This is an optimization exercise on Yosys and OpenROAD, whose aim is small area, a short achievable clock period and few clock cycles per item, not a production implementation. At most, simulation tests tie the RTL to the original design; equivalence was not proved.

// recombination_row_generator_core
module recombination_row_generator_core (
    input  logic                          clk,
    input  logic                          rst_n,
    input  logic                          in_valid,
    output logic                          in_stall,
    input  logic [rrg_pkg::GENO_W-1:0]    parent_a,
    input  logic [rrg_pkg::GENO_W-1:0]    parent_b,
    output logic                          out_valid,
    input  logic                          out_stall,
    output logic [rrg_pkg::GENO_W-1:0]    zygote,
    output logic [rrg_pkg::PROB_W-1:0]    probability,
    output logic                          last,
    input  logic                          cfg_valid,
    output logic                          cfg_ready,
    input  logic [rrg_pkg::CFG_IDX_W-1:0] cfg_index,
    input  logic [rrg_pkg::RATE_W-1:0]    cfg_data
);
clock: 11.0 ns
lec_check: 0
cap_margin: 20
core_margin: 2
core_utilization: 40
slew_margin: 20
standard.sh (not shown) runs the stock make flow with config.mk's settings and CLKGATE_MAP_FILE= SYNTH_SCRIPT=/design/flow/synth_recipe.tcl, a recipe that flattens the netlist after the stock synthesis.
==> flow/flow/run.sh <==
#!/bin/bash
# Standard layout with a larger setup repair margin, full log kept here.
bash standard.sh SETUP_SLACK_MARGIN=7 finish > standard.log 2>&1
Edit:
==> flow/flow/run.sh (replaced) <==
#!/bin/bash
# Standard layout with a larger setup repair margin, full log kept here.
bash standard.sh SETUP_SLACK_MARGIN=7.5 finish > standard.log 2>&1
- fmax rises by 5.7%
- critical path depth shrinks by 2
- setup slack gains 0.21 ns
- global-route usage is about the same
- final cell count hardly moves
Edit:
==> flow/flow/run.sh (replaced) <==
#!/bin/bash
# Standard layout with a larger setup repair margin, full log kept here.
bash standard.sh SETUP_SLACK_MARGIN=7.25 finish > standard.log 2>&1
Worst setup slack gets worse by 0.019 ns.
Non-clock buffer count rises by 3.
Synthesized cell count is unchanged.
Critical path depth does not change.
Final area goes down by 0.34%.
No functional check of the RTL was part of any run of this note.

willow:
recombination_row_generator_core, a different RTL version from the one above (not shown whole).
Size in the first run: about 4900 cells after synthesis, about 63 I/O pins, ~0.060 mm2 of cells after synthesis.
==> flow/config.mk <==
export PLATFORM = sky130hd
export DESIGN_NAME = recombination_row_generator_core
export DESIGN_NICKNAME = recombination_row_generator_core
export VERILOG_FILES = /design/flow/design.v
export SDC_FILE = /design/flow/constraint.sdc
export NUM_CORES = 4
export LEC_CHECK = 0
export CAP_MARGIN = 20
export CORE_MARGIN = 2
export CORE_UTILIZATION = 40
export SLEW_MARGIN = 20
==> flow/constraint.sdc <==
create_clock -name core_clock -period 11.0 [get_ports {clk}]
set_input_delay 2.2000 -clock core_clock [delete_from_list [all_inputs] [get_ports {clk}]]
set_output_delay 2.2000 -clock core_clock [all_outputs]
set_load 0.01 [all_outputs]
==> flow/flow/run.sh <==
#!/bin/bash
# Standard layout with a larger setup repair margin, repairing only the
# worst endpoints; full log kept here.
bash standard.sh SETUP_SLACK_MARGIN=7.75 TNS_END_PERCENT=10 finish > standard.log 2>&1
Testbench counts of willow, summed over its fixed seeds: cycles 13,000, pairs 240.
--- input diff willow..maple ---
==> flow/flow/run.sh <==
#!/bin/bash
# Standard layout with a larger setup repair margin, repairing only the
# worst endpoints; full log kept here.
bash standard.sh SETUP_SLACK_MARGIN=7.5 TNS_END_PERCENT=10 finish > standard.log 2>&1
Notes after the runs:
- Going from willow to maple, global-route usage level; least setup slack across all paths after layout level.
- Total wire length after detailed routing on maple is ahead of willow.
- Between maple and willow, the number of fill cells in the layout figures differ only marginally.
### maple -> quartz
==> flow/flow/run.sh <==
#!/bin/bash
# Standard layout with a larger setup repair margin, full log kept here.
bash standard.sh SETUP_SLACK_MARGIN=7.5 finish > standard.log 2>&1
==> comparison <==
- quartz ended with every stage complete and zero timing, DRC or antenna violations.
- In the tables for quartz and maple, share of cell area taken by flip-flops and latches reads lower with quartz.
- Area of all placed cells without fillers (higher): quartz
- maple reports its critical path's slowest cell as fa_1 while quartz reports edfxtp_1.
- The final reports for quartz and maple show fraction of layout cells with a size suffix above 1 higher in the former.
- Of quartz and maple, it is quartz that has the higher detailed placer's ending HPWL.
For raven, these inputs were changed with respect to quartz:
==> flow/flow/run.sh <==
#!/bin/bash
# Standard layout with a larger setup repair margin, full log kept here.
bash standard.sh SETUP_SLACK_MARGIN=7.25 finish > standard.log 2>&1
==> comparison <==
- Detailed-route DRC error count came out exactly the same in raven and quartz.
- Both conditions hold for raven: the flow ran to the end and the final layout passed the timing, DRC and antenna checks.
- [compare] base=quartz new=raven: setup slack -32 ps; worst setup slack before clock tree synthesis neither gained nor lost much.
- The number of search-and-repair iterations in the first detailed-routing pass number comes out higher for raven vs quartz.
- Final critical-path required period: raven worse than quartz
- raven vs. quartz: number of non-clock buffers in the layout went down by about 50%.
- On raven: final-layout clock buffer total is 0.45% lower than what quartz gave.
- In the tables for raven and quartz, worst clock skew reads lower with quartz.
### raven -> amber
==> flow/flow/run.sh <==
#!/bin/bash
# Standard layout with a larger setup repair margin, repairing only the
# worst endpoints; full log kept here.
bash standard.sh SETUP_SLACK_MARGIN=7.5 TNS_END_PERCENT=0 finish > standard.log 2>&1
## What came out
amber and raven ended up with roughly the same final area. amber ends up with lower worst slack at placement than raven does. On amber: initial antenna violation count is 6 lower than what raven gave. amber vs. raven: maximum number of pins on one net before global-route repair rose by 1, clock skew decreased by 28 ps relative to the old numbers.

Setup of north:
recombination_row_generator_core, a different RTL version from the one above (not shown whole).
Size: roughly 4600 cells after synthesis, ~1100 flip-flops, roughly 63 I/O pins.
clock: 11.0 ns
lec_check: 0
cap_margin: 20
core_margin: 2
core_utilization: 40
slew_margin: 20
==> flow/flow/run.sh <==
#!/bin/bash
# Standard layout, full log kept in this folder.
bash standard.sh > standard.log 2>&1
In summary, north completed successfully, with a layout that passed the timing, DRC and antenna checks.
diff inputs: north => south
==> flow/flow/run.sh <==
#!/bin/bash
# Standard layout with a larger setup repair margin, full log kept here.
bash standard.sh SETUP_SLACK_MARGIN=7 finish > standard.log 2>&1
Findings:
Each of the runs, namely south and north, reached the end of the flow and came out clean.
~same wire length of the first global-routing pass in south and north
south gives less number of fill cells than north did.
Between north and south, the flow reports wire length increasing slightly.
[south vs north] final critical-path required period: lower in south
On met1 usage: between south and north, it ends up lower for south.
No run of this note included a check of the RTL's function; only the layout flow was run.

-- separate check: timing with driven ports --
No port has a modelled driver above. Below, the same layouts with a new extraction and two added sets of constraints.
Step 1 sets driving cells, clkbuf_16 on the clock port and buf_2 on the other inputs (assumed; they add their load-dependent delay and slew).
Step 2 adds t to the input delays and takes it off the output delays; t is the mean of the earliest and latest rising clock arrival at the registers after step 1. Input paths then give back, and output paths get back, about the clock's delay inside the block.
a / b / c = ideal / step 1 / step 2; a / b = the first two.
run | shift t [ns] | setup slack, ns | hold WS [ns] | worst data-port slew with drivers (ns)
the first run of note 1 | 0.826 | 7.092 / 7.039 / 6.321 | 0.315 / 0.315 / 0.315 | 0.05
the second run of note 1 | 0.834 | 7.304 / 7.226 / 6.755 | 0.299 / 0.299 / 0.299 | 0.04
the third run of note 1 | 0.837 | 7.285 / 7.211 / 6.625 | 0.319 / 0.319 / 0.319 | 0.05
willow | 0.816 | 7.398 / 7.329 / 7.140 | 0.314 / 0.314 / 0.314 | 0.04
maple | 0.816 | 7.400 / 7.328 / 6.670 | 0.311 / 0.311 / 0.311 | 0.04
quartz | 0.817 | 7.363 / 7.289 / 6.758 | 0.305 / 0.305 / 0.305 | 0.03
raven | 0.822 | 7.332 / 7.266 / 6.560 | 0.317 / 0.317 / 0.317 | 0.03
amber | 0.822 | 7.338 / 7.294 / 6.559 | 0.307 / 0.307 / 0.307 | 0.03
north | 0.752 | 5.680 / 5.680 / 5.680 | 0.321 / 0.321 / 0.321 | 0.04
south | 0.766 | 6.418 / 6.418 / 6.371 | 0.324 / 0.324 / 0.324 | 0.04
After both steps every run listed still meets setup and hold. The setup slack of amber, which loses most, moves by -0.044 ns with the drivers and by -0.779 ns with both steps.
